Source: an optimization exercise on an open RTL-to-GDS flow (aim: small area, a short achievable clock period and few clock cycles per item). Production flows keep margins and buffers that such runs may drop.
RTL that was checked went through simulation tests only; none was proved equivalent to the original.
No functional check of the RTL was part of run 1.
Power figures rest on the tool's default switching activity, not on a simulated workload.

## flow/design.v (module list and top-level ports; edited modules follow where they fit)
// module mult_16x16: 2299 lines
module mult_16x16 (
  input  logic        clk,
  input  logic        rst_n,
  input  logic        in_valid,
  output logic        in_ready,
  input  logic [15:0] in_a,
  input  logic [15:0] in_b,
  output logic        out_valid,
  input  logic        out_ready,
  output logic [31:0] out_product
);
  // ...
==> flow/flow/run.sh <==
#!/bin/bash
# Own flow: the standard layout (standard.sh), with Yosys's synth run with -noabc so the
# pre-mapping "abc -fast" pass does not run before ORFS extracts full/half adders (it leaves
# the adders with inverted polarity and an inverter on most adder-to-adder nets). The rest of
# synthesis (-nofsm -noshare via synth_recipe.tcl, flatten, rename) and every later step are the
# standard ones. Each tool's output goes to a log file in the work folder.
set -euo pipefail
extra=()
if [[ -f flow/extra.mk ]]; then
  while read -r line; do [[ -n "$line" && "$line" != \#* ]] && extra+=("$line"); done < flow/extra.mk
fi
bash standard.sh SYNTH_ARGS=-noabc "${extra[@]}" finish > standard_flow.log 2>&1
==> flow/standard.sh <==
#!/bin/bash
# synth_recipe.tcl (not shown) runs the flow's synth.tcl, then flattens the netlist and writes it again
# the make line also repeats each setting of config.mk as NAME=value (left out here)
make -C /OpenROAD-flow-scripts/flow DESIGN_CONFIG=/design/flow/config.mk WORK_HOME=/design/flow/orfs CLKGATE_MAP_FILE= SYNTH_SCRIPT=/design/flow/synth_recipe.tcl "${@:-finish}"
==> flow/config.mk <==
export PLATFORM = sky130hd
export DESIGN_NAME = mult_16x16
export DESIGN_NICKNAME = mult_16x16
export VERILOG_FILES = /design/flow/design.v
export SDC_FILE = /design/flow/constraint.sdc
export NUM_CORES = 4
export LEC_CHECK = 0
export CAP_MARGIN = 20
export CORE_MARGIN = 2
export CORE_UTILIZATION = 70
export CTS_BUF_LIST = sky130_fd_sc_hd__clkbuf_4 sky130_fd_sc_hd__clkbuf_8
export SETUP_SLACK_MARGIN = 1.7
export SLEW_MARGIN = 20
==> flow/constraint.sdc <==
create_clock -name core_clock -period 4.0 [get_ports {clk}]
set_input_delay 0.8000 -clock core_clock [delete_from_list [all_inputs] [get_ports {clk}]]
set_output_delay 0.8000 -clock core_clock [all_outputs]
set_load 0.01 [all_outputs]
==> out/metrics.cfg, run 1 <==
[run_status]
status=finished clean

[cts]
cts_hold_buf=0
numCtsBuffers=36
clk_latency_ns=0.53
htreeDepth=2
clock_path_buffers=3

[synthesis]
yosys_warnings=1
synthArstFlopShare=0
synth_common_cells=and2_1 (259), edfxtp_1 (213), fa_1 (197), ha_1 (45), clkbuf_1 (33)
syn_area_um2=13850
yosysTopAreaCellShare=0.4617
synth_compound_area_frac=0.03378
synthFlopType=edfxtp_1
synthDistinctLibCells=41

[sta]
slew_viol_final=0
worstMarginPinSlew_ns=0.9321
relSlewSlack=0.3786
setup_viol=0
finClkSkew_ns=0.02383

[worst_hold_path]
hp-class=flop to flop

[global_route]
use_met3=0.09641
grtUsageMet2=0.4901

[drt]
dr_total_vias=7589
top_layer_used=met4
first_iter_violations=629
wl_met2_mm=14.98

[place]
routabilityCongestion=0.9901

[setup_path]
crit_path_cell_trace=fa_1 > ha_4 > a21oi_4 > o21ai_4 > a221oi_4 > o21ai_2 > a31o_2
r2r_end=G886_q3
crit_cells=7
cpPeakStageDelay_ns=0.61
critPathKind=flop to flop
required_ns=4.27
reg2reg_from=c522_q2

[final_layout]
largest_class=multi-input gates
multi_input_area_um2=7704
n_all_inverters=7
seq_area_um2=6456
sh_seq_area=0.4034
clk_share=0.04049
comb.multi_input.count=632
layoutNonFillerInstCount=1276

[floorplanning]
start_util=0.7118
rows=51

[power]
power.leakage_nw=6.437

==> run 2: changes to the inputs <==
--- a/flow/design.v
+++ b/flow/design.v
@@ -943,118 +943,112 @@
   logic y942;
   logic y943;
   logic y944;
   logic y945;
   logic y946;
   logic pp33_q1;
   logic pp33_q2;
   logic pp33_q3;
-  logic pp288_q1;
-  logic pp288_q2;
   logic s297_q1;
   logic s299_q1;
-  logic c308_q1;
-  logic s313_q1;
   logic c314_q1;
   logic s315_q1;
   logic c316_q1;
+  logic s317_q1;
+  logic c318_q1;
   logic s323_q1;
   logic s325_q1;
   logic c326_q1;
+  logic c328_q1;
   logic s337_q1;
   logic s339_q1;
   logic c340_q1;
   logic s353_q1;
   logic c354_q1;
   logic s355_q1;
   logic c356_q1;
   logic s367_q1;
   logic s369_q1;
   logic s371_q1;
   logic c372_q1;
   logic s387_q1;
   logic s389_q1;
   logic s391_q1;
   logic c392_q1;
+  logic c396_q2;
+  logic c398_q2;
   logic s409_q1;
   logic s411_q1;
   logic s413_q1;
   logic c414_q1;
-  logic c420_q2;
+  logic s417_q2;
+  logic c418_q2;
   logic s433_q1;
   logic s435_q1;
   logic c436_q1;
   logic s437_q1;
   logic c438_q1;
-  logic s443_q2;
-  logic c444_q2;
+  logic s441_q2;
+  logic c442_q2;
   logic s455_q1;
   logic s457_q1;
   logic s459_q1;
   logic s461_q1;
   logic c462_q1;
-  logic s469_q2;
-  logic c470_q2;
+  logic s467_q2;
   logic s483_q1;
   logic s485_q1;
   logic c486_q1;
   logic s487_q1;
   logic c488_q1;
   logic s489_q1;
   logic c490_q1;
   logic s497_q2;
   logic s509_q1;
   logic s511_q1;
   logic s513_q1;
   logic s515_q1;
   logic c516_q1;
-  logic c522_q2;
   logic s523_q2;
-  logic c524_q2;
   logic s525_q2;
   logic c526_q2;
   logic s537_q1;
   logic s539_q1;
   logic s541_q1;
   logic c542_q1;
   logic s543_q1;
   logic c544_q1;
-  logic s549_q2;
+  logic s551_q2;
+  logic c552_q2;
   logic s561_q1;
   logic s563_q1;
   logic s565_q1;
   logic s567_q1;
   logic c568_q1;
   logic s575_q2;
-  logic c576_q2;
   logic s587_q1;
   logic s589_q1;
   logic c590_q1;
   logic s591_q1;
   logic c592_q1;
-  logic s597_q2;
   logic c598_q2;
   logic s607_q1;
   logic s609_q1;
   logic c610_q1;
   logic s611_q1;
   logic c612_q1;
   logic s617_q2;
-  logic c618_q2;
   logic s625_q1;
   logic s627_q1;
   logic s629_q1;
   logic c630_q1;
-  logic s635_q2;
-  logic c636_q2;
   logic s645_q1;
   logic s647_q1;
   logic c648_q1;
-  logic s651_q2;
   logic c652_q2;
   logic s657_q1;
   logic s659_q1;
   logic c660_q1;
   logic s661_q1;
   logic c662_q1;
   logic s665_q2;
   logic s671_q1;
@@ -1070,99 +1064,85 @@
   logic s699_q1;
   logic c702_q2;
   logic s705_q1;
   logic s705_q2;
   logic c706_q1;
   logic c706_q2;
   logic s707_q1;
   logic s707_q2;
-  logic c708_q1;
-  logic c708_q2;
   logic h709_q1;
   logic h709_q2;
   logic h709_q3;
   logic h717_q1;
   logic g718_q1;
   logic h723_q2;
-  logic h725_q2;
-  logic h727_q2;
-  logic g728_q2;
-  logic h729_q2;
-  logic h731_q2;
-  logic g732_q2;
-  logic h739_q3;
-  logic h749_q3;
-  logic h751_q3;
-  logic h753_q3;
+  logic h745_q2;
+  logic g746_q2;
+  logic h749_q2;
+  logic g750_q2;
+  logic h751_q2;
+  logic g752_q2;
   logic h755_q2;
-  logic h755_q3;
   logic g756_q2;
   logic h757_q2;
-  logic h757_q3;
   logic h759_q2;
-  logic h759_q3;
   logic g760_q2;
   logic h761_q2;
-  logic h761_q3;
-  logic h763_q3;
-  logic h765_q3;
-  logic h767_q3;
-  logic G776_q2;
-  logic G778_q2;
+  logic h767_q1;
+  logic h767_q2;
+  logic g768_q1;
+  logic g768_q2;
   logic G792_q2;
   logic G794_q2;
   logic G800_q1;
+  logic G808_q2;
+  logic P809_q2;
   logic G834_q2;
-  logic G858_q2;
-  logic G872_q3;
-  logic G874_q3;
-  logic P875_q3;
-  logic G876_q3;
-  logic P877_q3;
-  logic G878_q3;
-  logic P879_q3;
-  logic G880_q3;
-  logic P881_q3;
-  logic G882_q3;
-  logic P883_q3;
-  logic G884_q3;
-  logic P885_q3;
-  logic G886_q3;
-  logic P887_q3;
-  logic G896_q3;
-  logic G898_q3;
-  logic G900_q3;
-  logic G902_q3;
+  logic G916_q3;
   logic y918_q1;
   logic y918_q2;
   logic y918_q3;
   logic y919_q1;
   logic y919_q2;
   logic y919_q3;
   logic y920_q2;
   logic y920_q3;
   logic y921_q2;
   logic y921_q3;
   logic y922_q2;
   logic y922_q3;
   logic y923_q2;
   logic y923_q3;
   logic y924_q3;
+  logic y925_q2;
   logic y925_q3;
+  logic y926_q2;
   logic y926_q3;
+  logic y927_q2;
   logic y927_q3;
   logic y928_q3;
   logic y929_q3;
   logic y930_q3;
   logic y931_q3;
+  logic y932_q3;
   logic y933_q3;
   logic y934_q3;
   logic y935_q3;
   logic y936_q3;
+  logic y937_q3;
+  logic y938_q3;
+  logic y939_q3;
+  logic y940_q3;
+  logic y941_q3;
+  logic y942_q3;
+  logic y943_q3;
+  logic y944_q3;
+  logic y945_q3;
+  logic y946_q3;
   assign xa1 = in_a[0];
   assign xa2 = in_a[1];
   assign xa3 = in_a[2];
   assign xa4 = in_a[3];
   assign xa5 = in_a[4];
   assign xa6 = in_a[5];
   assign xa7 = in_a[6];
   assign xa8 = in_a[7];
@@ -1449,80 +1429,80 @@
   assign s289 = pp35 ^ pp50;
   assign c290 = pp35 & pp50;
   assign s291 = pp36 ^ pp51 ^ pp66;
   assign c292 = (pp36 & pp51) | (pp36 & pp66) | (pp51 & pp66);
   assign s293 = pp81 ^ c290;
   assign c294 = pp81 & c290;
   assign s295 = pp37 ^ pp52 ^ pp67;
   assign c296 = (pp37 & pp52) | (pp37 & pp67) | (pp52 & pp67);
-  assign s297 = pp82 ^ pp97 ^ c292;
-  assign c298 = (pp82 & pp97) | (pp82 & c292) | (pp97 & c292);
-  assign s299 = c294 ^ s295;
-  assign c300 = c294 & s295;
+  assign s297 = pp82 ^ pp97 ^ c294;
+  assign c298 = (pp82 & pp97) | (pp82 & c294) | (pp97 & c294);
+  assign s299 = c292 ^ s295;
+  assign c300 = c292 & s295;
   assign s301 = pp38 ^ pp53 ^ pp68;
   assign c302 = (pp38 & pp53) | (pp38 & pp68) | (pp53 & pp68);
   assign s303 = pp83 ^ pp98 ^ pp113;
   assign c304 = (pp83 & pp98) | (pp83 & pp113) | (pp98 & pp113);
   assign s305 = c296 ^ s301 ^ s303;
   assign c306 = (c296 & s301) | (c296 & s303) | (s301 & s303);
   assign s307 = c300 ^ c298;
   assign c308 = c300 & c298;
   assign s309 = pp39 ^ pp54 ^ pp69;
   assign c310 = (pp39 & pp54) | (pp39 & pp69) | (pp54 & pp69);
   assign s311 = pp84 ^ pp99 ^ pp114;
   assign c312 = (pp84 & pp99) | (pp84 & pp114) | (pp99 & pp114);
   assign s313 = pp129 ^ c302 ^ c304;
   assign c314 = (pp129 & c302) | (pp129 & c304) | (c302 & c304);
   assign s315 = s309 ^ s311 ^ c306;
   assign c316 = (s309 & s311) | (s309 & c306) | (s311 & c306);
-  assign s317 = s313_q1 ^ c308_q1;
-  assign c318 = s313_q1 & c308_q1;
+  assign s317 = s313 ^ c308;
+  assign c318 = s313 & c308;
   assign s319 = pp40 ^ pp55 ^ pp70;
   assign c320 = (pp40 & pp55) | (pp40 & pp70) | (pp55 & pp70);
   assign s321 = pp85 ^ pp100 ^ pp115;
   assign c322 = (pp85 & pp100) | (pp85 & pp115) | (pp100 & pp115);
   assign s323 = pp130 ^ pp145 ^ c310;
   assign c324 = (pp130 & pp145) | (pp130 & c310) | (pp145 & c310);
   assign s325 = c312 ^ s319 ^ s321;
   assign c326 = (c312 & s319) | (c312 & s321) | (s319 & s321);
   assign s327 = c314_q1 ^ s323_q1 ^ s325_q1;
-  assign c328 = (c314_q1 & s323_q1) | (c314_q1 & s325_q1) | (s323_q1 & s325_q1);
-  assign s329 = c318 ^ c316_q1;
-  assign c330 = c318 & c316_q1;
+  assign c328 = (c314 & s323) | (c314 & s325) | (s323 & s325);
+  assign s329 = c318_q1 ^ c316_q1;
+  assign c330 = c318_q1 & c316_q1;
   assign s331 = pp41 ^ pp56 ^ pp71;
   assign c332 = (pp41 & pp56) | (pp41 & pp71) | (pp56 & pp71);
   assign s333 = pp86 ^ pp101 ^ pp116;
   assign c334 = (pp86 & pp101) | (pp86 & pp116) | (pp101 & pp116);
   assign s335 = pp131 ^ pp146 ^ pp161;
   assign c336 = (pp131 & pp146) | (pp131 & pp161) | (pp146 & pp161);
   assign s337 = c320 ^ c322 ^ s331;
   assign c338 = (c320 & c322) | (c320 & s331) | (c322 & s331);
   assign s339 = s333 ^ s335 ^ c324;
   assign c340 = (s333 & s335) | (s333 & c324) | (s335 & c324);
   assign s341 = c326_q1 ^ s337_q1 ^ s339_q1;
   assign c342 = (c326_q1 & s337_q1) | (c326_q1 & s339_q1) | (s337_q1 & s339_q1);
-  assign s343 = c328 ^ c330;
-  assign c344 = c328 & c330;
+  assign s343 = c328_q1 ^ c330;
+  assign c344 = c328_q1 & c330;
   assign s345 = pp42 ^ pp57 ^ pp72;
   assign c346 = (pp42 & pp57) | (pp42 & pp72) | (pp57 & pp72);
   assign s347 = pp87 ^ pp102 ^ pp117;
   assign c348 = (pp87 & pp102) | (pp87 & pp117) | (pp102 & pp117);
   assign s349 = pp132 ^ pp147 ^ pp162;
   assign c350 = (pp132 & pp147) | (pp132 & pp162) | (pp147 & pp162);
   assign s351 = pp177 ^ c332 ^ c334;
   assign c352 = (pp177 & c332) | (pp177 & c334) | (c332 & c334);
   assign s353 = c336 ^ s345 ^ s347;
   assign c354 = (c336 & s345) | (c336 & s347) | (s345 & s347);
   assign s355 = s349 ^ c338 ^ s351;
   assign c356 = (s349 & c338) | (s349 & s351) | (c338 & s351);
   assign s357 = s353_q1 ^ c340_q1 ^ s355_q1;
   assign c358 = (s353_q1 & c340_q1) | (s353_q1 & s355_q1) | (c340_q1 & s355_q1);
-  assign s359 = c342 ^ c344;
-  assign c360 = c342 & c344;
+  assign s359 = c344 ^ c342;
+  assign c360 = c344 & c342;
   assign s361 = pp43 ^ pp58 ^ pp73;
   assign c362 = (pp43 & pp58) | (pp43 & pp73) | (pp58 & pp73);
   assign s363 = pp88 ^ pp103 ^ pp118;
   assign c364 = (pp88 & pp103) | (pp88 & pp118) | (pp103 & pp118);
   assign s365 = pp133 ^ pp148 ^ pp163;
   assign c366 = (pp133 & pp148) | (pp133 & pp163) | (pp148 & pp163);
   assign s367 = pp178 ^ pp193 ^ c346;
   assign c368 = (pp178 & pp193) | (pp178 & c346) | (pp193 & c346);
@@ -1571,18 +1551,18 @@
   assign s411 = s401 ^ s403 ^ s405;
   assign c412 = (s401 & s403) | (s401 & s405) | (s403 & s405);
   assign s413 = c388 ^ c390 ^ s407;
   assign c414 = (c388 & c390) | (c388 & s407) | (c390 & s407);
   assign s415 = s409_q1 ^ s411_q1 ^ c392_q1;
   assign c416 = (s409_q1 & s411_q1) | (s409_q1 & c392_q1) | (s411_q1 & c392_q1);
   assign s417 = s413_q1 ^ c394 ^ s415;
   assign c418 = (s413_q1 & c394) | (s413_q1 & s415) | (c394 & s415);
-  assign s419 = c396 ^ s417;
-  assign c420 = c396 & s417;
+  assign s419 = c396_q2 ^ c398_q2;
+  assign c420 = c396_q2 & c398_q2;
   assign s421 = pp46 ^ pp61 ^ pp76;
   assign c422 = (pp46 & pp61) | (pp46 & pp76) | (pp61 & pp76);
   assign s423 = pp91 ^ pp106 ^ pp121;
   assign c424 = (pp91 & pp106) | (pp91 & pp121) | (pp106 & pp121);
   assign s425 = pp136 ^ pp151 ^ pp166;
   assign c426 = (pp136 & pp151) | (pp136 & pp166) | (pp151 & pp166);
   assign s427 = pp181 ^ pp196 ^ pp211;
   assign c428 = (pp181 & pp196) | (pp181 & pp211) | (pp196 & pp211);
@@ -1595,18 +1575,18 @@
   assign s435 = s427 ^ c408 ^ c410;
   assign c436 = (s427 & c408) | (s427 & c410) | (c408 & c410);
   assign s437 = c412 ^ s429 ^ s431;
   assign c438 = (c412 & s429) | (c412 & s431) | (s429 & s431);
   assign s439 = s433_q1 ^ c414_q1 ^ s435_q1;
   assign c440 = (s433_q1 & c414_q1) | (s433_q1 & s435_q1) | (c414_q1 & s435_q1);
   assign s441 = s437_q1 ^ c416 ^ s439;
   assign c442 = (s437_q1 & c416) | (s437_q1 & s439) | (c416 & s439);
-  assign s443 = c418 ^ s441;
-  assign c444 = c418 & s441;
+  assign s443 = c418_q2 ^ s441_q2;
+  assign c444 = c418_q2 & s441_q2;
   assign s445 = pp47 ^ pp62 ^ pp77;
   assign c446 = (pp47 & pp62) | (pp47 & pp77) | (pp62 & pp77);
   assign s447 = pp92 ^ pp107 ^ pp122;
   assign c448 = (pp92 & pp107) | (pp92 & pp122) | (pp107 & pp122);
   assign s449 = pp137 ^ pp152 ^ pp167;
   assign c450 = (pp137 & pp152) | (pp137 & pp167) | (pp152 & pp167);
   assign s451 = pp182 ^ pp197 ^ pp212;
   assign c452 = (pp182 & pp197) | (pp182 & pp212) | (pp197 & pp212);
@@ -1621,18 +1601,18 @@
   assign s461 = c430 ^ c432 ^ c434;
   assign c462 = (c430 & c432) | (c430 & c434) | (c432 & c434);
   assign s463 = s455_q1 ^ s457_q1 ^ s459_q1;
   assign c464 = (s455_q1 & s457_q1) | (s455_q1 & s459_q1) | (s457_q1 & s459_q1);
   assign s465 = c436_q1 ^ c438_q1 ^ s461_q1;
   assign c466 = (c436_q1 & c438_q1) | (c436_q1 & s461_q1) | (c438_q1 & s461_q1);
   assign s467 = s463 ^ c440 ^ s465;
   assign c468 = (s463 & c440) | (s463 & s465) | (c440 & s465);
-  assign s469 = c442 ^ s467;
-  assign c470 = c442 & s467;
+  assign s469 = c442_q2 ^ s467_q2;
+  assign c470 = c442_q2 & s467_q2;
   assign s471 = pp48 ^ pp63 ^ pp78;
   assign c472 = (pp48 & pp63) | (pp48 & pp78) | (pp63 & pp78);
   assign s473 = pp93 ^ pp108 ^ pp123;
   assign c474 = (pp93 & pp108) | (pp93 & pp123) | (pp108 & pp123);
   assign s475 = pp138 ^ pp153 ^ pp168;
   assign c476 = (pp138 & pp153) | (pp138 & pp168) | (pp153 & pp168);
   assign s477 = pp183 ^ pp198 ^ pp213;
   assign c478 = (pp183 & pp198) | (pp183 & pp213) | (pp198 & pp213);
@@ -1703,18 +1683,18 @@
   assign s543 = c512 ^ c514 ^ s535;
   assign c544 = (c512 & c514) | (c512 & s535) | (c514 & s535);
   assign s545 = s537_q1 ^ s539_q1 ^ c516_q1;
   assign c546 = (s537_q1 & s539_q1) | (s537_q1 & c516_q1) | (s539_q1 & c516_q1);
   assign s547 = s541_q1 ^ c518 ^ s543_q1;
   assign c548 = (s541_q1 & c518) | (s541_q1 & s543_q1) | (c518 & s543_q1);
   assign s549 = c520 ^ s545 ^ s547;
   assign c550 = (c520 & s545) | (c520 & s547) | (s545 & s547);
-  assign s551 = c522_q2 ^ s549_q2 ^ c524_q2;
-  assign c552 = (c522_q2 & s549_q2) | (c522_q2 & c524_q2) | (s549_q2 & c524_q2);
+  assign s551 = c522 ^ s549 ^ c524;
+  assign c552 = (c522 & s549) | (c522 & c524) | (s549 & c524);
   assign s553 = pp96 ^ pp111 ^ pp126;
   assign c554 = (pp96 & pp111) | (pp96 & pp126) | (pp111 & pp126);
   assign s555 = pp141 ^ pp156 ^ pp171;
   assign c556 = (pp141 & pp156) | (pp141 & pp171) | (pp156 & pp171);
   assign s557 = pp186 ^ pp201 ^ pp216;
   assign c558 = (pp186 & pp201) | (pp186 & pp216) | (pp201 & pp216);
   assign s559 = pp231 ^ pp246 ^ pp261;
   assign c560 = (pp231 & pp246) | (pp231 & pp261) | (pp246 & pp261);
@@ -1803,18 +1783,18 @@
   assign s643 = c620 ^ c622 ^ c624;
   assign c644 = (c620 & c622) | (c620 & c624) | (c622 & c624);
   assign s645 = s637 ^ s639 ^ s641;
   assign c646 = (s637 & s639) | (s637 & s641) | (s639 & s641);
   assign s647 = c626 ^ c628 ^ s643;
   assign c648 = (c626 & c628) | (c626 & s643) | (c628 & s643);
   assign s649 = s645_q1 ^ c630_q1 ^ c632;
   assign c650 = (s645_q1 & c630_q1) | (s645_q1 & c632) | (c630_q1 & c632);
-  assign s651 = s647_q1 ^ c634 ^ s649;
-  assign c652 = (s647_q1 & c634) | (s647_q1 & s649) | (c634 & s649);
+  assign s651 = s647_q1 ^ s649 ^ c634;
+  assign c652 = (s647_q1 & s649) | (s647_q1 & c634) | (s649 & c634);
   assign s653 = pp176 ^ pp191 ^ pp206;
   assign c654 = (pp176 & pp191) | (pp176 & pp206) | (pp191 & pp206);
   assign s655 = pp221 ^ pp236 ^ pp251;
   assign c656 = (pp221 & pp236) | (pp221 & pp251) | (pp236 & pp251);
   assign s657 = pp266 ^ pp281 ^ c638;
   assign c658 = (pp266 & pp281) | (pp266 & c638) | (pp281 & c638);
   assign s659 = c640 ^ c642 ^ s653;
   assign c660 = (c640 & c642) | (c640 & s653) | (c642 & s653);
@@ -1871,152 +1851,152 @@
   assign h711 = pp65 ^ s289;
   assign g712 = pp65 & s289;
   assign h713 = s291 ^ s293;
   assign g714 = s291 & s293;
   assign h715 = s297_q1 ^ s299_q1;
   assign g716 = s297_q1 & s299_q1;
   assign h717 = s305 ^ s307;
   assign g718 = s305 & s307;
-  assign h719 = s315_q1 ^ s317;
-  assign g720 = s315_q1 & s317;
+  assign h719 = s315_q1 ^ s317_q1;
+  assign g720 = s315_q1 & s317_q1;
   assign h721 = s327 ^ s329;
   assign g722 = s327 & s329;
   assign h723 = s341 ^ s343;
   assign g724 = s341 & s343;
   assign h725 = s357 ^ s359;
   assign g726 = s357 & s359;
   assign h727 = s375 ^ s377;
   assign g728 = s375 & s377;
   assign h729 = s395 ^ s397;
   assign g730 = s395 & s397;
-  assign h731 = c398 ^ s419;
-  assign g732 = c398 & s419;
-  assign h733 = c420_q2 ^ s443_q2;
-  assign g734 = c420_q2 & s443_q2;
-  assign h735 = c444_q2 ^ s469_q2;
-  assign g736 = c444_q2 & s469_q2;
-  assign h737 = c470_q2 ^ s497_q2;
-  assign g738 = c470_q2 & s497_q2;
+  assign h731 = s417_q2 ^ s419;
+  assign g732 = s417_q2 & s419;
+  assign h733 = c420 ^ s443;
+  assign g734 = c420 & s443;
+  assign h735 = c444 ^ s469;
+  assign g736 = c444 & s469;
+  assign h737 = c470 ^ s497_q2;
+  assign g738 = c470 & s497_q2;
   assign h739 = s523_q2 ^ s525_q2;
   assign g740 = s523_q2 & s525_q2;
-  assign h741 = c526_q2 ^ s551;
-  assign g742 = c526_q2 & s551;
-  assign h743 = c552 ^ s575_q2;
-  assign g744 = c552 & s575_q2;
-  assign h745 = c576_q2 ^ s597_q2;
-  assign g746 = c576_q2 & s597_q2;
+  assign h741 = c526_q2 ^ s551_q2;
+  assign g742 = c526_q2 & s551_q2;
+  assign h743 = c552_q2 ^ s575_q2;
+  assign g744 = c552_q2 & s575_q2;
+  assign h745 = c576 ^ s597;
+  assign g746 = c576 & s597;
   assign h747 = c598_q2 ^ s617_q2;
   assign g748 = c598_q2 & s617_q2;
-  assign h749 = c618_q2 ^ s635_q2;
-  assign g750 = c618_q2 & s635_q2;
-  assign h751 = c636_q2 ^ s651_q2;
-  assign g752 = c636_q2 & s651_q2;
+  assign h749 = c618 ^ s635;
+  assign g750 = c618 & s635;
+  assign h751 = c636 ^ s651;
+  assign g752 = c636 & s651;
   assign h753 = c652_q2 ^ s665_q2;
   assign g754 = c652_q2 & s665_q2;
   assign h755 = c666 ^ s677;
   assign g756 = c666 & s677;
   assign h757 = c678 ^ s687;
   assign g758 = c678 & s687;
   assign h759 = c688 ^ s695;
   assign g760 = c688 & s695;
   assign h761 = c696 ^ s701;
   assign g762 = c696 & s701;
   assign h763 = c702_q2 ^ s705_q2;
   assign g764 = c702_q2 & s705_q2;
   assign h765 = c706_q2 ^ s707_q2;
   assign g766 = c706_q2 & s707_q2;
-  assign h767 = pp288_q2 ^ c708_q2;
-  assign g768 = pp288_q2 & c708_q2;
+  assign h767 = pp288 ^ c708;
+  assign g768 = pp288 & c708;
   assign G770 = g714 | (h713 & g712);
   assign P771 = h713 & h711;
   assign G772 = g718_q1 | (h717_q1 & g716);
   assign P773 = h717_q1 & h715;
   assign G774 = g722 | (h721 & g720);
   assign P775 = h721 & h719;
   assign G776 = g726 | (h725 & g724);
-  assign P777 = h725_q2 & h723_q2;
+  assign P777 = h725 & h723;
   assign G778 = g730 | (h729 & g728);
-  assign P779 = h729_q2 & h727_q2;
-  assign G780 = g734 | (h733 & g732_q2);
-  assign P781 = h733 & h731_q2;
+  assign P779 = h729 & h727;
+  assign G780 = g734 | (h733 & g732);
+  assign P781 = h733 & h731;
   assign G782 = g738 | (h737 & g736);
   assign P783 = h737 & h735;
   assign G784 = g742 | (h741 & g740);
   assign P785 = h741 & h739;
-  assign G786 = g746 | (h745 & g744);
-  assign P787 = h745 & h743;
-  assign G788 = g750 | (h749 & g748);
-  assign P789 = h749 & h747;
-  assign G790 = g754 | (h753 & g752);
-  assign P791 = h753 & h751;
+  assign G786 = g746_q2 | (h745_q2 & g744);
+  assign P787 = h745_q2 & h743;
+  assign G788 = g750_q2 | (h749_q2 & g748);
+  assign P789 = h749_q2 & h747;
+  assign G790 = g754 | (h753 & g752_q2);
+  assign P791 = h753 & h751_q2;
   assign G792 = g758 | (h757 & g756);
   assign P793 = h757_q2 & h755_q2;
   assign G794 = g762 | (h761 & g760);
   assign P795 = h761_q2 & h759_q2;
   assign G796 = g766 | (h765 & g764);
   assign P797 = h765 & h763;
   assign G798 = g712 | (h711 & g710);
   assign G800 = G770 | (P771 & g710);
   assign G802 = g720 | (h719 & G772);
   assign P803 = h719 & P773;
   assign G804 = G774 | (P775 & G772);
   assign P805 = P775 & P773;
-  assign G806 = g728_q2 | (h727_q2 & G776_q2);
-  assign P807 = h727_q2 & P777;
-  assign G808 = G778_q2 | (P779 & G776_q2);
+  assign G806 = g728 | (h727 & G776);
+  assign P807 = h727 & P777;
+  assign G808 = G778 | (P779 & G776);
   assign P809 = P779 & P777;
   assign G810 = g736 | (h735 & G780);
   assign P811 = h735 & P781;
   assign G812 = G782 | (P783 & G780);
   assign P813 = P783 & P781;
   assign G814 = g744 | (h743 & G784);
   assign P815 = h743 & P785;
   assign G816 = G786 | (P787 & G784);
   assign P817 = P787 & P785;
-  assign G818 = g752 | (h751 & G788);
-  assign P819 = h751 & P789;
+  assign G818 = g752_q2 | (h751_q2 & G788);
+  assign P819 = h751_q2 & P789;
   assign G820 = G790 | (P791 & G788);
   assign P821 = P791 & P789;
   assign G822 = g760_q2 | (h759_q2 & G792_q2);
   assign P823 = h759_q2 & P793;
   assign G824 = G794_q2 | (P795 & G792_q2);
   assign P825 = P795 & P793;
-  assign G826 = g768 | (h767 & G796);
-  assign P827 = h767 & P797;
+  assign G826 = g768_q2 | (h767_q2 & G796);
+  assign P827 = h767_q2 & P797;
   assign G828 = g716 | (h715 & G800_q1);
   assign G830 = G772 | (P773 & G800_q1);
   assign G832 = G802 | (P803 & G800_q1);
   assign G834 = G804 | (P805 & G800_q1);
-  assign G836 = g732_q2 | (h731_q2 & G808);
-  assign P837 = h731_q2 & P809;
-  assign G838 = G780 | (P781 & G808);
-  assign P839 = P781 & P809;
-  assign G840 = G810 | (P811 & G808);
-  assign P841 = P811 & P809;
-  assign G842 = G812 | (P813 & G808);
-  assign P843 = P813 & P809;
+  assign G836 = g732 | (h731 & G808_q2);
+  assign P837 = h731 & P809_q2;
+  assign G838 = G780 | (P781 & G808_q2);
+  assign P839 = P781 & P809_q2;
+  assign G840 = G810 | (P811 & G808_q2);
+  assign P841 = P811 & P809_q2;
+  assign G842 = G812 | (P813 & G808_q2);
+  assign P843 = P813 & P809_q2;
   assign G844 = g748 | (h747 & G816);
   assign P845 = h747 & P817;
   assign G846 = G788 | (P789 & G816);
   assign P847 = P789 & P817;
   assign G848 = G818 | (P819 & G816);
   assign P849 = P819 & P817;
   assign G850 = G820 | (P821 & G816);
   assign P851 = P821 & P817;
   assign G852 = g764 | (h763 & G824);
   assign P853 = h763 & P825;
   assign G854 = G796 | (P797 & G824);
   assign P855 = P797 & P825;
   assign G856 = G826 | (P827 & G824);
   assign P857 = P827 & P825;
   assign G858 = g724 | (h723 & G834);
-  assign G860 = G776_q2 | (P777 & G834_q2);
-  assign G862 = G806 | (P807 & G834_q2);
-  assign G864 = G808 | (P809 & G834_q2);
+  assign G860 = G776 | (P777 & G834);
+  assign G862 = G806 | (P807 & G834);
+  assign G864 = G808_q2 | (P809_q2 & G834_q2);
   assign G866 = G836 | (P837 & G834_q2);
   assign G868 = G838 | (P839 & G834_q2);
   assign G870 = G840 | (P841 & G834_q2);
   assign G872 = G842 | (P843 & G834_q2);
   assign G874 = g756_q2 | (h755_q2 & G850);
   assign P875 = h755_q2 & P851;
   assign G876 = G792_q2 | (P793 & G850);
   assign P877 = P793 & P851;
@@ -2033,66 +2013,66 @@
   assign G888 = g740 | (h739 & G872);
   assign G890 = G784 | (P785 & G872);
   assign G892 = G814 | (P815 & G872);
   assign G894 = G816 | (P817 & G872);
   assign G896 = G844 | (P845 & G872);
   assign G898 = G846 | (P847 & G872);
   assign G900 = G848 | (P849 & G872);
   assign G902 = G850 | (P851 & G872);
-  assign G904 = G874_q3 | (P875_q3 & G872_q3);
-  assign G906 = G876_q3 | (P877_q3 & G872_q3);
-  assign G908 = G878_q3 | (P879_q3 & G872_q3);
-  assign G910 = G880_q3 | (P881_q3 & G872_q3);
-  assign G912 = G882_q3 | (P883_q3 & G872_q3);
-  assign G914 = G884_q3 | (P885_q3 & G872_q3);
-  assign G916 = G886_q3 | (P887_q3 & G872_q3);
+  assign G904 = G874 | (P875 & G872);
+  assign G906 = G876 | (P877 & G872);
+  assign G908 = G878 | (P879 & G872);
+  assign G910 = G880 | (P881 & G872);
+  assign G912 = G882 | (P883 & G872);
+  assign G914 = G884 | (P885 & G872);
+  assign G916 = G886 | (P887 & G872);
   assign y918 = h711 ^ g710;
   assign y919 = h713 ^ G798;
   assign y920 = h715 ^ G800_q1;
   assign y921 = h717_q1 ^ G828;
   assign y922 = h719 ^ G830;
   assign y923 = h721 ^ G832;
   assign y924 = h723_q2 ^ G834_q2;
-  assign y925 = h725_q2 ^ G858_q2;
-  assign y926 = h727_q2 ^ G860;
-  assign y927 = h729_q2 ^ G862;
-  assign y928 = h731_q2 ^ G864;
+  assign y925 = h725 ^ G858;
+  assign y926 = h727 ^ G860;
+  assign y927 = h729 ^ G862;
+  assign y928 = h731 ^ G864;
   assign y929 = h733 ^ G866;
   assign y930 = h735 ^ G868;
   assign y931 = h737 ^ G870;
-  assign y932 = h739_q3 ^ G872_q3;
+  assign y932 = h739 ^ G872;
   assign y933 = h741 ^ G888;
   assign y934 = h743 ^ G890;
-  assign y935 = h745 ^ G892;
+  assign y935 = h745_q2 ^ G892;
   assign y936 = h747 ^ G894;
-  assign y937 = h749_q3 ^ G896_q3;
-  assign y938 = h751_q3 ^ G898_q3;
-  assign y939 = h753_q3 ^ G900_q3;
-  assign y940 = h755_q3 ^ G902_q3;
-  assign y941 = h757_q3 ^ G904;
-  assign y942 = h759_q3 ^ G906;
-  assign y943 = h761_q3 ^ G908;
-  assign y944 = h763_q3 ^ G910;
-  assign y945 = h765_q3 ^ G912;
-  assign y946 = h767_q3 ^ G914;
+  assign y937 = h749_q2 ^ G896;
+  assign y938 = h751_q2 ^ G898;
+  assign y939 = h753 ^ G900;
+  assign y940 = h755_q2 ^ G902;
+  assign y941 = h757_q2 ^ G904;
+  assign y942 = h759_q2 ^ G906;
+  assign y943 = h761_q2 ^ G908;
+  assign y944 = h763 ^ G910;
+  assign y945 = h765 ^ G912;
+  assign y946 = h767_q2 ^ G914;
   always_ff @(posedge clk) begin
     if (ld[0]) begin
       pp33_q1 <= pp33;
-      pp288_q1 <= pp288;
       s297_q1 <= s297;
       s299_q1 <= s299;
-      c308_q1 <= c308;
-      s313_q1 <= s313;
       c314_q1 <= c314;
       s315_q1 <= s315;
       c316_q1 <= c316;
+      s317_q1 <= s317;
+      c318_q1 <= c318;
       s323_q1 <= s323;
       s325_q1 <= s325;
       c326_q1 <= c326;
+      c328_q1 <= c328;
       s337_q1 <= s337;
       s339_q1 <= s339;
       c340_q1 <= c340;
       s353_q1 <= s353;
       c354_q1 <= c354;
       s355_q1 <= s355;
       c356_q1 <= c356;
       s367_q1 <= s367;
@@ -2171,133 +2151,113 @@
       s691_q1 <= s691;
       c692_q1 <= c692;
       s693_q1 <= s693;
       c694_q1 <= c694;
       s699_q1 <= s699;
       s705_q1 <= s705;
       c706_q1 <= c706;
       s707_q1 <= s707;
-      c708_q1 <= c708;
       h709_q1 <= h709;
       h717_q1 <= h717;
       g718_q1 <= g718;
+      h767_q1 <= h767;
+      g768_q1 <= g768;
       G800_q1 <= G800;
       y918_q1 <= y918;
       y919_q1 <= y919;
     end
   end
   always_ff @(posedge clk) begin
     if (ld[1]) begin
       pp33_q2 <= pp33_q1;
-      pp288_q2 <= pp288_q1;
-      c420_q2 <= c420;
-      s443_q2 <= s443;
-      c444_q2 <= c444;
-      s469_q2 <= s469;
-      c470_q2 <= c470;
+      c396_q2 <= c396;
+      c398_q2 <= c398;
+      s417_q2 <= s417;
+      c418_q2 <= c418;
+      s441_q2 <= s441;
+      c442_q2 <= c442;
+      s467_q2 <= s467;
       s497_q2 <= s497;
-      c522_q2 <= c522;
       s523_q2 <= s523;
-      c524_q2 <= c524;
       s525_q2 <= s525;
       c526_q2 <= c526;
-      s549_q2 <= s549;
+      s551_q2 <= s551;
+      c552_q2 <= c552;
       s575_q2 <= s575;
-      c576_q2 <= c576;
-      s597_q2 <= s597;
       c598_q2 <= c598;
       s617_q2 <= s617;
-      c618_q2 <= c618;
-      s635_q2 <= s635;
-      c636_q2 <= c636;
-      s651_q2 <= s651;
       c652_q2 <= c652;
       s665_q2 <= s665;
       c702_q2 <= c702;
       s705_q2 <= s705_q1;
       c706_q2 <= c706_q1;
       s707_q2 <= s707_q1;
-      c708_q2 <= c708_q1;
       h709_q2 <= h709_q1;
       h723_q2 <= h723;
-      h725_q2 <= h725;
-      h727_q2 <= h727;
-      g728_q2 <= g728;
-      h729_q2 <= h729;
-      h731_q2 <= h731;
-      g732_q2 <= g732;
+      h745_q2 <= h745;
+      g746_q2 <= g746;
+      h749_q2 <= h749;
+      g750_q2 <= g750;
+      h751_q2 <= h751;
+      g752_q2 <= g752;
       h755_q2 <= h755;
       g756_q2 <= g756;
       h757_q2 <= h757;
       h759_q2 <= h759;
       g760_q2 <= g760;
       h761_q2 <= h761;
-      G776_q2 <= G776;
-      G778_q2 <= G778;
+      h767_q2 <= h767_q1;
+      g768_q2 <= g768_q1;
       G792_q2 <= G792;
       G794_q2 <= G794;
+      G808_q2 <= G808;
+      P809_q2 <= P809;
       G834_q2 <= G834;
-      G858_q2 <= G858;
       y918_q2 <= y918_q1;
       y919_q2 <= y919_q1;
       y920_q2 <= y920;
       y921_q2 <= y921;
       y922_q2 <= y922;
       y923_q2 <= y923;
+      y925_q2 <= y925;
+      y926_q2 <= y926;
+      y927_q2 <= y927;
     end
   end
   always_ff @(posedge clk) begin
     if (ld[2]) begin
       pp33_q3 <= pp33_q2;
       h709_q3 <= h709_q2;
-      h739_q3 <= h739;
-      h749_q3 <= h749;
-      h751_q3 <= h751;
-      h753_q3 <= h753;
-      h755_q3 <= h755_q2;
-      h757_q3 <= h757_q2;
-      h759_q3 <= h759_q2;
-      h761_q3 <= h761_q2;
-      h763_q3 <= h763;
-      h765_q3 <= h765;
-      h767_q3 <= h767;
-      G872_q3 <= G872;
-      G874_q3 <= G874;
-      P875_q3 <= P875;
-      G876_q3 <= G876;
-      P877_q3 <= P877;
-      G878_q3 <= G878;
-      P879_q3 <= P879;
-      G880_q3 <= G880;
-      P881_q3 <= P881;
-      G882_q3 <= G882;
-      P883_q3 <= P883;
-      G884_q3 <= G884;
-      P885_q3 <= P885;
-      G886_q3 <= G886;
-      P887_q3 <= P887;
-      G896_q3 <= G896;
-      G898_q3 <= G898;
-      G900_q3 <= G900;
-      G902_q3 <= G902;
+      G916_q3 <= G916;
       y918_q3 <= y918_q2;
       y919_q3 <= y919_q2;
       y920_q3 <= y920_q2;
       y921_q3 <= y921_q2;
       y922_q3 <= y922_q2;
       y923_q3 <= y923_q2;
       y924_q3 <= y924;
-      y925_q3 <= y925;
-      y926_q3 <= y926;
-      y927_q3 <= y927;
+      y925_q3 <= y925_q2;
+      y926_q3 <= y926_q2;
+      y927_q3 <= y927_q2;
       y928_q3 <= y928;
       y929_q3 <= y929;
       y930_q3 <= y930;
       y931_q3 <= y931;
+      y932_q3 <= y932;
       y933_q3 <= y933;
       y934_q3 <= y934;
       y935_q3 <= y935;
       y936_q3 <= y936;
+      y937_q3 <= y937;
+      y938_q3 <= y938;
+      y939_q3 <= y939;
+      y940_q3 <= y940;
+      y941_q3 <= y941;
+      y942_q3 <= y942;
+      y943_q3 <= y943;
+      y944_q3 <= y944;
+      y945_q3 <= y945;
+      y946_q3 <= y946;
     end
   end
-  assign out_product = {G916, y946, y945, y944, y943, y942, y941, y940, y939, y938, y937, y936_q3, y935_q3, y934_q3, y933_q3, y932, y931_q3, y930_q3, y929_q3, y928_q3, y927_q3, y926_q3, y925_q3, y924_q3, y923_q3, y922_q3, y921_q3, y920_q3, y919_q3, y918_q3, h709_q3, pp33_q3};
+  assign out_product = {G916_q3, y946_q3, y945_q3, y944_q3, y943_q3, y942_q3, y941_q3, y940_q3, y939_q3, y938_q3, y937_q3, y936_q3, y935_q3, y934_q3, y933_q3, y932_q3, y931_q3, y930_q3, y929_q3, y928_q3, y927_q3, y926_q3, y925_q3, y924_q3, y923_q3, y922_q3, y921_q3, y920_q3, y919_q3, y918_q3, h709_q3, pp33_q3};
 endmodule
==> flow/config.mk (replaced) <==
export PLATFORM = sky130hd
export DESIGN_NAME = mult_16x16
export DESIGN_NICKNAME = mult_16x16
export VERILOG_FILES = /design/flow/design.v
export SDC_FILE = /design/flow/constraint.sdc
export NUM_CORES = 4
export LEC_CHECK = 0
export CAP_MARGIN = 20
export CORE_MARGIN = 2
export CORE_UTILIZATION = 60
export SETUP_SLACK_MARGIN = 1.6
export SLEW_MARGIN = 20
==> run 2 against run 1 <==
- hold slack worse by 0.0069 ns
- final cell count fell by 4.3%
- critical path depth decreased by 2
- clock-buffer cell count decreased by 30
- maximum frequency decreased by 1.6%
- worst setup slack lost 0.040 ns
- non-clock buffer count stayed put
- combinational power shrank 6.1%
- synthesized cell count shrank 4.2%
- die area rose by 11%
- largest power group unchanged
==> out/metrics.cfg, run 2 <==
[run_status]
status=finished clean  ; unchanged

[synthesis]
yosys-top-cells-area=edfxtp_1 (44%), fa_1 (30%), and2_1 (12%), ha_1 (4.3%), buf_4 (1.8%)  ; was edfxtp_1 (46%), fa_1 (28%), and2_1 (12%), ha_1 (4.1%), buf_4 (1.7%)
synth_adder_area_share=0.3426  ; was 0.3253
yosys_warnings=1  ; unchanged
synth_top_area_cell=edfxtp_1  ; unchanged
yosys.area_share.simple=0.1393  ; was 0.1315
synth_edf_count=193  ; was 213
synth_common_cells=and2_1 (256), fa_1 (197), edfxtp_1 (193), ha_1 (45), clkbuf_1 (33)  ; was and2_1 (259), edfxtp_1 (213), fa_1 (197), ha_1 (45), clkbuf_1 (33)
synthFlopType=edfxtp_1  ; unchanged
synth_top_family_by_area=adder cells  ; unchanged
yosysSeqAreaShare=0.4441  ; was 0.4660
muxShareOfSynthArea=0  ; unchanged
syn_area_um2=13190  ; was 13850 um2
yosysTopAreaCellShare=0.4396  ; was 0.4617
synth_compound_area_frac=0.02752  ; was 0.03378
syn_inst=881  ; was 920
synth_xor_area_frac=0.01661  ; was 0.01517
syn_nets=1159  ; was 1198
yosysMostFrequentCell=and2_1  ; unchanged
synthesis.area_per_instance_um2=14.97  ; was 15.06 um2
synthDistinctLibCells=43  ; was 41
synthArstFlopShare=0  ; unchanged
synth.ff_latch_count=196  ; was 216

[global_route]
track_usage=0.2632  ; was 0.3092
grt_start_max_net_pins=67  ; was 109
grt_pass1_wl_mm=45.47  ; was 46.63 mm
antenna_found_initial=0  ; was 2
grt-ovfl-total=0  ; unchanged
grt_pass1_vias=7995  ; was 8443

[setup_path]
worst_path_most_repeated_cell=fa_2
cpPeakStageDelay_ns=0.50  ; was 0.61 ns
ff2ff_setup_slack_ns=1.49  ; was 1.53 ns
critPathLaunchType=flop  ; unchanged
critPathKind=flop to flop  ; unchanged
slowest_stage=fa_1  ; unchanged
critPathCaptureType=flop  ; unchanged
crit_path_cell_trace=fa_2 > fa_2 > fa_2 > fa_1 > ha_2  ; was fa_1 > ha_4 > a21oi_4 > o21ai_4 > a221oi_4 > o21ai_2 > a31o_2
cp.arrival_ns=2.70  ; was 2.74 ns
required_ns=4.19  ; was 4.27 ns
critPathTopFamily=adder cells  ; was compound AO/OA/AOI/OAI gates
path_buf_inv=0  ; unchanged
crit_path_max_fanout=1  ; was 4

[cts]
clk_latency_ns=0.44  ; was 0.53 ns
cts_hold_buf=0  ; unchanged
numCtsBuffers=17  ; was 36
htreeDepth=4  ; was 2
clock_path_buffers=2  ; was 3
cts_sinks=196  ; was 216
clk_transition_reported_paths_ns=0.07  ; was 0.06 ns
cts_root_buffer=clkbuf_16  ; was clkbuf_8
cts_tree=built  ; unchanged

[floorplanning]
die_x_um=152.2  ; was 144.7 um
chipHeight_um=152.2  ; was 144.7 um
start_util=0.6079  ; was 0.7118
ios=70  ; unchanged
rows=54  ; was 51
core-area_um2=21690  ; was 19460 um2
fp.dieArea_um2=23180  ; was 20930 um2

[final_layout]
largest_reg_flops=3  ; unchanged
post-route-util=0.7032  ; was 0.8224
final_cell_mix=edfxtp_1 (193), and2_1 (193), fa_2 (116), fa_1 (81), and2_4 (63)  ; was edfxtp_1 (213), and2_1 (193), fa_2 (119), fa_1 (78), and2_4 (66)
diodes=0  ; was 2
synthToLayoutAreaGrowth_pct=15.68  ; was 15.54%
layoutNonFillerInstCount=1221  ; was 1276
top_register=v  ; unchanged
finalNetCount=1206  ; was 1264
drive_above_1_share=0.3177  ; was 0.3419
nFillCells=1473  ; was 1007

[drt]
wl_per_cell_um=23.38  ; was 24.19 um
first_iter_violations=680  ; was 629
dr_total_vias=7004  ; was 7589
vias_per_cell=5.736  ; was 5.947
ant_nets=0  ; unchanged
first_pass_iters=5  ; unchanged
wl_mm=28.55  ; was 30.87 mm
drcViolationCount=0  ; unchanged

[sta]
hold_viol_final=0  ; unchanged
setup_viol=0  ; unchanged
min_period_over_period=0.6282  ; was 0.6182
min_period_ns=2.513  ; was 2.473 ns
slew_viol_final=0  ; unchanged
grt_setup_unrepaired=yes  ; unchanged
max_freq_mhz=398.0  ; was 404.4 MHz
tns_ns=0  ; unchanged
finClkSkew_ns=0.01848  ; was 0.02383 ns
relSlewSlack=0.4276  ; was 0.3786
worstMarginPinSlew_ns=0.8586  ; was 0.9321 ns
holdWs_ns=0.4135  ; was 0.4204 ns

[power]
ir_drop_uv=295.7  ; was 423.7 uV
power_density_nw_per_um2=606.4  ; was 620.6 nW/um2
power.leakage_nw=6.075  ; was 6.437 nW

[place]
dp_hpwl_mm=20.13  ; was 20.99 mm
dp.cells=1177  ; was 1199
routabilityCongestion=0.8609  ; was 0.9901
io_buffers=69  ; unchanged

[flow_run]
maxCapViolations=0  ; unchanged

[worst_hold_path]
hp-class=flop to flop  ; unchanged

[run 2: worst paths after layout]
path / end / startpoint / cells after the start
max: h745_q2 / c486_q1 / 5
min: c706_q2 / c706_q1 / 0
max reg2reg: h745_q2 / c486_q1 / 5
min reg2reg: c706_q2 / c706_q1 / 0
[run 2: cell families (layout without fill, tap and decap cells)]
| kind of cell | count (synthesis) | count (layout) |
|---|---|---|
| buffers and inverters | 73 | 133 |
| AOI/OAI and AO/OA | 45 | 45 |
| xor gates and xnor gates | 25 | 25 |
| DFF | 196 | 196 |
| and+or+nand+nor | 299 | 299 |
| adders and majority gates | 243 | 243 |
[run 2: layout make-up]
cell class                 count  area (um2)  area share
multi-input combinational    612        7506      0.4921
clock inverter                14       163.9     0.01075
tap                          280       350.3     0.02297
clock buffer                  18       429.2     0.02814
timing repair buffer          93       917.1     0.06013
sequential                   196        5856      0.3839
inverter                       8       30.03    0.001969
[run 2: through the flow]
stage / instance area, um2 / total power, mW / setup slack [ns]
after floorplan: 13890 / 6.215 / 1.332
after global placement: 14390 / 7.134 / 0.3510
after detailed placement: 14390 / 7.308 / 0.2933
after CTS: 15130 / 9.189 / 1.468
after global routing: 15250 / 9.913 / 1.423
final: 15250 / 9.249 / 1.487
[run 2: where the power goes]
part / internal, mW / leakage, nW / switching [mW] / total [mW]
Sequential: 3.33 / 2.15 / 0.332 / 3.66
Combinational: 1.96 / 3.64 / 1.91 / 3.87
Clock: 0.891 / 0.283 / 0.832 / 1.72
[run 2: metal layers]
layer	GRT usage	vias to the layer above	routed length, um
li1	-	3012	-
met1	0.3916	3629	12960
met2	0.3915	303	12750
met3	0.06200	60	2099
met4	0.08678	0	741
met5	0	-	0
[run 2: repair_timing]
| action | 4_1_cts | 5_1_grt |
|---|---|---|
| gates resized for setup | 232 | 25 |
| endpoints found under the setup margin | 125 | 33 |
| pin swaps | 22 | 28 |
| gates cloned | 4 | 0 |
| endpoints found under the hold margin | 0 | 0 |
| buffers inserted | 6 | 2 |
Testbench counts of run 2, summed over its fixed seeds: cycles 32,024, items 32,000.
==> run 3: changes to the inputs <==
--- a/flow/config.mk
+++ b/flow/config.mk
@@ -7,6 +7,6 @@
 export LEC_CHECK = 0
 export CAP_MARGIN = 20
 export CORE_MARGIN = 2
-export CORE_UTILIZATION = 60
+export CORE_UTILIZATION = 40
 export SETUP_SLACK_MARGIN = 1.6
 export SLEW_MARGIN = 20
==> run 3 against run 2 <==
- maximum frequency rose by 0.36%
- via count rose by 0.54%
- first-iteration DRC count fell by 43%
- core utilization fell by 21 points
- wire length rose by 7.6%
- synthesized area did not move
- hold slack improved by 0.0077 ns
- clock power fell by 5%
- worst setup slack improved by 0.0090 ns
- critical endpoint unchanged
==> out/metrics.cfg, run 3 <==
[run_status]
status=finished clean  ; unchanged

[global_route]
antenna_found_initial=0  ; unchanged
grt_pass1_vias=7980  ; was 7995
grt_pass1_wl_mm=47.68  ; was 45.47 mm
grt-ovfl-total=0  ; unchanged
grt_start_max_net_pins=110  ; was 67
track_usage=0.1934  ; was 0.2632

[synthesis]
synth_common_cells=and2_1 (256), fa_1 (197), edfxtp_1 (193), ha_1 (45), clkbuf_1 (33)  ; unchanged
syn_nets=1159  ; unchanged
synthDistinctLibCells=43  ; unchanged
synth_top_area_cell=edfxtp_1  ; unchanged
yosys-top-cells-area=edfxtp_1 (44%), fa_1 (30%), and2_1 (12%), ha_1 (4.3%), buf_4 (1.8%)  ; unchanged
yosysSeqAreaShare=0.4441  ; unchanged
yosysMostFrequentCell=and2_1  ; unchanged
synthArstFlopShare=0  ; unchanged
yosys_warnings=1  ; unchanged
synthesis.area_per_instance_um2=14.97  ; unchanged
synth.ff_latch_count=196  ; unchanged
syn_inst=881  ; unchanged
yosysTopAreaCellShare=0.4396  ; unchanged
syn_area_um2=13190  ; unchanged
synthFlopType=edfxtp_1  ; unchanged
synth_edf_count=193  ; unchanged

[floorplanning]
fp.dieArea_um2=34430  ; was 23180 um2
die_x_um=185.6  ; was 152.2 um
core-area_um2=32540  ; was 21690 um2
ios=70  ; unchanged
rows=66  ; was 54
start_util=0.4052  ; was 0.6079
chipHeight_um=185.6  ; was 152.2 um

[power]
power.leakage_nw=6.380  ; was 6.075 nW
power_density_nw_per_um2=572.1  ; was 606.4 nW/um2
power_mw=9.228  ; was 9.249 mW
ir_drop_uv=281.9  ; was 295.7 uV

[final_layout]
layoutNonFillerInstCount=1421  ; was 1221
post-route-util=0.4958  ; was 0.7032
drive_above_1_share=0.3667  ; was 0.3177
largest_reg_flops=3  ; unchanged
final_cell_mix=edfxtp_1 (193), and2_1 (181), fa_2 (119), fa_1 (78), and2_4 (75)  ; was edfxtp_1 (193), and2_1 (193), fa_2 (116), fa_1 (81), and2_4 (63)
layout_commonest_cell=edfxtp_1
fin_area_um2=16130  ; was 15250 um2
synthToLayoutAreaGrowth_pct=22.34  ; was 15.68%
top_register=v  ; unchanged
finalNetCount=1244  ; was 1206
diodes=0  ; unchanged

[drt]
first_pass_iters=4  ; was 5
vias_per_cell=4.956  ; was 5.736
ant_nets=0  ; unchanged
first_iter_violations=391  ; was 680
drcViolationCount=0  ; unchanged
dr_total_vias=7042  ; was 7004
wl_mm=30.73  ; was 28.55 mm
wl_per_cell_um=21.62  ; was 23.38 um

[cts]
clk_latency_ns=0.44  ; about the same
cts_sinks=196  ; unchanged
cts_root_buffer=clkbuf_16  ; unchanged
clk_transition_reported_paths_ns=0.08  ; was 0.07 ns
cts_tree=built  ; unchanged
numCtsBuffers=17  ; unchanged
htreeDepth=4  ; unchanged
clock_path_buffers=2  ; unchanged
cts_hold_buf=0  ; unchanged

[flow_run]
maxCapViolations=0  ; unchanged

[setup_path]
critPathKind=flop to flop  ; unchanged
critPathCaptureType=flop  ; unchanged
ff2ff_setup_slack_ns=1.50  ; was 1.49 ns
cp.arrival_ns=2.70  ; about the same
required_ns=4.20  ; was 4.19 ns
crit_path_max_fanout=1  ; unchanged
critPathLaunchType=flop  ; unchanged

[sta]
tns_ns=0  ; unchanged
relSlewSlack=0.5369  ; was 0.4276
grt_setup_unrepaired=yes  ; unchanged
max_freq_mhz=399.4  ; was 398.0 MHz
slew_viol_final=0  ; unchanged
min_period_ns=2.504  ; was 2.513 ns
min_period_over_period=0.6259  ; was 0.6282
worstMarginPinSlew_ns=0.6921  ; was 0.8586 ns
hold_viol_final=0  ; unchanged
finClkSkew_ns=0.008377  ; was 0.01848 ns
setup_viol=0  ; unchanged

[place]
io_buffers=69  ; unchanged
dpl_cell_area_um2=14720  ; was 14390 um2
dp_hpwl_mm=19.75  ; was 20.13 mm
dp.cells=1353  ; was 1177
routabilityCongestion=0.8070  ; was 0.8609

[worst_hold_path]
hp-class=flop to flop  ; unchanged

[run 3: per-stage QoR]
stage	hold slack [ns]	setup WS, ns
after floorplan	0.4003	1.332
after global placement	0.4034	0.3781
after detailed placement	0.4045	0.3013
after CTS	0.4228	1.489
after global routing	0.4287	1.460
final	0.4212	1.496
[run 3: kinds of logic after synthesis]
group | after synthesis | synth area share
buf+inv | 73 | 0.02989
fa+ha+maj | 243 | 0.3426
compound gates | 45 | 0.02752
simple gates | 299 | 0.1393
xor+xnor | 25 | 0.01661
flops | 196 | 0.4441
[run 3: worst paths after layout]
path                 from      end  cells after the start
hold / removal    pp33_q2  pp33_q3                      0
setup / recovery  s511_q1  h745_q2                      5
setup reg to reg  s511_q1  h745_q2                      5
hold reg to reg   pp33_q2  pp33_q3                      0
[run 3: where the power goes]
group          internal, mW  total (mW)  switching [mW]
clock                 0.817        1.64           0.819
sequential             3.33        3.68           0.350
combinational          2.05        3.91            1.86
total                  6.20        9.23            3.03
[run 3: final cells by class]
| class | count | area (um2) |
|---|---|---|
| Fill cell | 2806 | 16410 |
| Multi-Input combinational cell | 612 | 7650 |
| Sequential cell | 196 | 5856 |
| Timing Repair Buffer | 131 | 1491 |
| Tap cell | 442 | 553.0 |
| Clock buffer | 18 | 429.2 |
| Clock inverter | 14 | 121.4 |
| Inverter | 8 | 30.03 |
[run 3: worst max-delay path, stage by stage, from the launching register on]
cell and delay [ns]:
edfxtp_1 0.41, fa_2 0.42, fa_2 0.35, fa_2 0.34, fa_1 0.54, ha_4 0.21
[run 3: timing repair]
item,CTS,global route
gates resized for setup,272,39
gates cloned,13,0
setup endpoints to repair,126,40
setup buffers,22,1
pin swaps,40,39
[run 3: routing by layer]
layer  global-route usage  routed length (um)  up-vias
li1                     -                   -     3098
met1               0.2536               13370     3719
met2               0.3154               14840      179
met3              0.04383                1576       46
met4              0.07307                 940        0
met5                    0                   0        -
==> run 4: changes to the inputs <==
--- a/flow/config.mk
+++ b/flow/config.mk
@@ -8,5 +8,6 @@
 export CAP_MARGIN = 20
 export CORE_MARGIN = 2
 export CORE_UTILIZATION = 40
+export CTS_BUF_LIST = sky130_fd_sc_hd__clkbuf_4 sky130_fd_sc_hd__clkbuf_8
 export SETUP_SLACK_MARGIN = 1.6
 export SLEW_MARGIN = 20
==> run 4 against run 3 <==
- core utilization is 1.3 points lower
- sequential share of layout area is 0.97 points higher
- synthesized area unchanged
- largest power group unchanged
- still clean on timing, DRC and antenna
- total power shrank 4.3%
- via count up 0.23%
- critical endpoint unchanged
- die area did not move
- clock power is 26% lower
- flip-flop and latch count unchanged
==> out/metrics.cfg, run 4 <==
[drt]
ant_nets=0  ; unchanged
first_iter_violations=395  ; was 391
drcViolationCount=0  ; unchanged
first_pass_iters=5  ; was 4
wl_per_cell_um=21.59  ; was 21.62 um
dr_total_vias=7058  ; was 7042
wl_mm=30.56  ; was 30.73 mm
vias_per_cell=4.988  ; was 4.956

[global_route]
track_usage=0.1926  ; was 0.1934
grt_pass1_vias=7874  ; was 7980
antenna_found_initial=0  ; unchanged
grt-ovfl-total=0  ; unchanged
grt_start_max_net_pins=110  ; unchanged
grt_pass1_wl_mm=47.64  ; was 47.68 mm

[place]
dp_hpwl_mm=19.75  ; unchanged
dpl_cell_area_um2=14720  ; unchanged
routabilityCongestion=0.8070  ; unchanged
dp.cells=1353  ; unchanged
io_buffers=69  ; unchanged

[final_layout]
multi_input_area_um2=7631  ; was 7650 um2
layout_commonest_cell=and2_1  ; was edfxtp_1
drive_above_1_share=0.3467  ; was 0.3667
final_cell_mix=and2_1 (195), edfxtp_1 (193), fa_2 (116), fa_1 (81), and2_4 (61)  ; was edfxtp_1 (193), and2_1 (181), fa_2 (119), fa_1 (78), and2_4 (75)
seq_area_um2=5856  ; unchanged
top_register=v  ; unchanged
layoutNonFillerInstCount=1415  ; was 1421
finalNetCount=1237  ; was 1244
largest_reg_flops=3  ; unchanged
nFillCells=2851  ; was 2806
synthToLayoutAreaGrowth_pct=19.17  ; was 22.34%
fin_area_um2=15710  ; was 16130 um2
post-route-util=0.4829  ; was 0.4958

[power]
combPwrFrac=0.445  ; was 0.424
ir_drop_uv=270.1  ; was 281.9 uV
power_frac_clock=0.138  ; was 0.177
power_density_nw_per_um2=562.0  ; was 572.1 nW/um2
swShare=0.3391  ; was 0.3282
power.leakage_nw=6.184  ; was 6.380 nW
power_mw=8.831  ; was 9.228 mW
internal_power_mw=5.836  ; was 6.200 mW
seqPwrFrac=0.417  ; was 0.399
switching_power_mw=2.995  ; was 3.028 mW

[setup_path]
r2r_end=h745_q2  ; unchanged
critPathKind=flop to flop  ; unchanged
reg2reg_from=s511_q1  ; unchanged
critPathLaunchType=flop  ; unchanged
reg2reg_depth=5  ; unchanged
cp.arrival_ns=2.75  ; was 2.70 ns
critPathCaptureType=flop  ; unchanged
required_ns=4.24  ; was 4.20 ns
ff2ff_setup_slack_ns=1.50  ; about the same
crit_path_max_fanout=1  ; unchanged

[synthesis]
syn_inst=881  ; unchanged
synth_top_family_by_area=adder cells  ; unchanged
muxShareOfSynthArea=0  ; unchanged
synthFlopType=edfxtp_1  ; unchanged
yosys_warnings=1  ; unchanged
synth_adder_area_share=0.3426  ; unchanged
yosysSeqAreaShare=0.4441  ; unchanged
yosys.area_share.simple=0.1393  ; unchanged
syn_nets=1159  ; unchanged
synth_xor_area_frac=0.01661  ; unchanged
synth_edf_count=193  ; unchanged
synthDistinctLibCells=43  ; unchanged
synth_common_cells=and2_1 (256), fa_1 (197), edfxtp_1 (193), ha_1 (45), clkbuf_1 (33)  ; unchanged
synthArstFlopShare=0  ; unchanged
synth_top_area_cell=edfxtp_1  ; unchanged
synth_compound_area_frac=0.02752  ; unchanged
yosysMostFrequentCell=and2_1  ; unchanged
synthesis.area_per_instance_um2=14.97  ; unchanged
yosys-top-cells-area=edfxtp_1 (44%), fa_1 (30%), and2_1 (12%), ha_1 (4.3%), buf_4 (1.8%)  ; unchanged
yosysTopAreaCellShare=0.4396  ; unchanged
syn_area_um2=13190  ; unchanged
synth.ff_latch_count=196  ; unchanged

[worst_hold_path]
worstHoldStart=s705_q1  ; was pp33_q2
hp-class=flop to flop  ; unchanged
min_path_cells=0  ; unchanged
hold-path-endpoint=s705_q2  ; was pp33_q3

[sta]
slew_viol_final=0  ; unchanged
finClkSkew_ns=0.01791  ; was 0.008377 ns
min_period_over_period=0.6261  ; was 0.6259
tns_ns=0  ; unchanged
relSlewSlack=0.5230  ; was 0.5369
grt_setup_unrepaired=yes  ; unchanged
hold_viol_final=0  ; unchanged
setup_viol=0  ; unchanged
worstMarginPinSlew_ns=0.7130  ; was 0.6921 ns
max_freq_mhz=399.3  ; was 399.4 MHz
min_period_ns=2.504  ; about the same

[cts]
cts_hold_buf=0  ; unchanged
cts_root_buffer=clkbuf_8  ; was clkbuf_16
clock_path_buffers=2  ; unchanged
cts_tree=built  ; unchanged
clk_latency_ns=0.48  ; was 0.44 ns
htreeDepth=4  ; unchanged
clk_transition_reported_paths_ns=0.10  ; was 0.08 ns
numCtsBuffers=17  ; unchanged
cts_sinks=196  ; unchanged

[floorplanning]
ios=70  ; unchanged
fp.dieArea_um2=34430  ; unchanged
core-area_um2=32540  ; unchanged
die_x_um=185.6  ; unchanged
start_util=0.4052  ; unchanged
chipHeight_um=185.6  ; unchanged
rows=66  ; unchanged

[flow_run]
maxCapViolations=0  ; unchanged

[run_status]
status=finished clean  ; unchanged

run 4: what timing repair did:
item,CTS,global route
pin swaps,27,27
resized for setup,221,37
gates cloned,13,0
endpoints found under the setup margin,126,35
buffers inserted,14,2
run 4: cell type report:
type                    instances  area share
multi-input cells             612      0.4857
clock inverters                14    0.007724
inverters                       8    0.001911
repair buffers                124     0.08130
well taps                     442     0.03520
diodes                          1   0.0001593
flip-flops and latches        196      0.3727
clock buffers                  18     0.01537
run 4: worst max-delay path, cell delays in order, from the launching register on:
cell      delay (ns)
edfxtp_1        0.42
fa_2            0.42
fa_2            0.35
fa_2            0.34
fa_1            0.54
ha_4            0.21
run 4: worst max path at each step:
stage,from,to,slack [ns]
finish,s511_q1,h745_q2,1.50
global placement,in_a[2],s355_q1,0.38
detailed placement,in_a[6],s437_q1,0.30
floorplan,in_a[8],s437_q1,1.33
global route,s511_q1,h745_q2,1.46
CTS,s511_q1,h745_q2,1.49
run 4: metal layers:
layer,vias to the layer above,share of wire,routed length (um),track usage
li1,3085,-,-,-
met1,3743,0.44,13550,0.2588
met2,182,0.48,14620,0.3116
met3,48,0.045,1379,0.03639
met4,0,0.033,1006,0.07433
met5,-,0,0,0
run 4: through the flow:
| step | setup WS [ns] | hold WS (ns) |
|---|---|---|
| detailed placement | 0.3013 | 0.4045 |
| floorplan | 1.332 | 0.4003 |
| global placement | 0.3781 | 0.4034 |
| global route | 1.464 | 0.4397 |
| finish | 1.496 | 0.4273 |
| CTS | 1.492 | 0.4281 |
run 4: power by group through the flow:
stage / logic, mW / clock network, mW / registers (mW)
after floorplan: 2.62 / 0 / 3.59
after global placement: 3.46 / 0 / 3.69
after detailed placement: 3.52 / 0 / 3.71
after CTS: 3.73 / 1.27 / 3.66
after global routing: 4.49 / 1.35 / 3.76
final: 3.93 / 1.22 / 3.68
run 4: kinds of logic (layout without fill, tap and decap cells):
logic type | Yosys count | after routing
other | 0 | 1
DFF | 196 | 196
xor gates and xnor gates | 25 | 25
adders and majority gates | 243 | 243
buffers and inverters | 73 | 164
AOI/OAI and AO/OA | 45 | 45
and+or+nand+nor | 299 | 299

[what the ideal ports hide]
The flow's constraints put no driver on any port. The routed layouts listed below were extracted and timed again, unchanged, in two steps. Step 1: set_driving_cell puts a clkbuf_16 on clk and a buf_2 on each other input, an assumption about the parent block. Step 2 adds t to the input delays and takes it off the output delays; t is the mean of the earliest and latest rising clock arrival at the registers after step 1. Input paths then give back, and output paths get back, about the clock's delay inside the block. a / b / c = no drivers / after step 1 / after step 2; a / b = the first two.
| run | t, ns | slack for setup (ns) | worst slew at a driven data input, ns | cell pins on the clock port's net |
|---|---|---|---|---|
| run 1 | 0.556 | 1.527 / 1.527 / 1.143 | 0.06 | 1 |
| run 2 | 0.484 | 1.487 / 1.487 / 1.088 | 0.06 | 1 |
| run 3 | 0.483 | 1.496 / 1.496 / 1.099 | 0.07 | 1 |
| run 4 | 0.514 | 1.496 / 1.496 / 1.091 | 0.05 | 1 |
After both steps setup and hold are still met in every run listed. The setup slack of run 4, which loses most, moves by 0.000 ns with the drivers and by -0.405 ns with both steps.
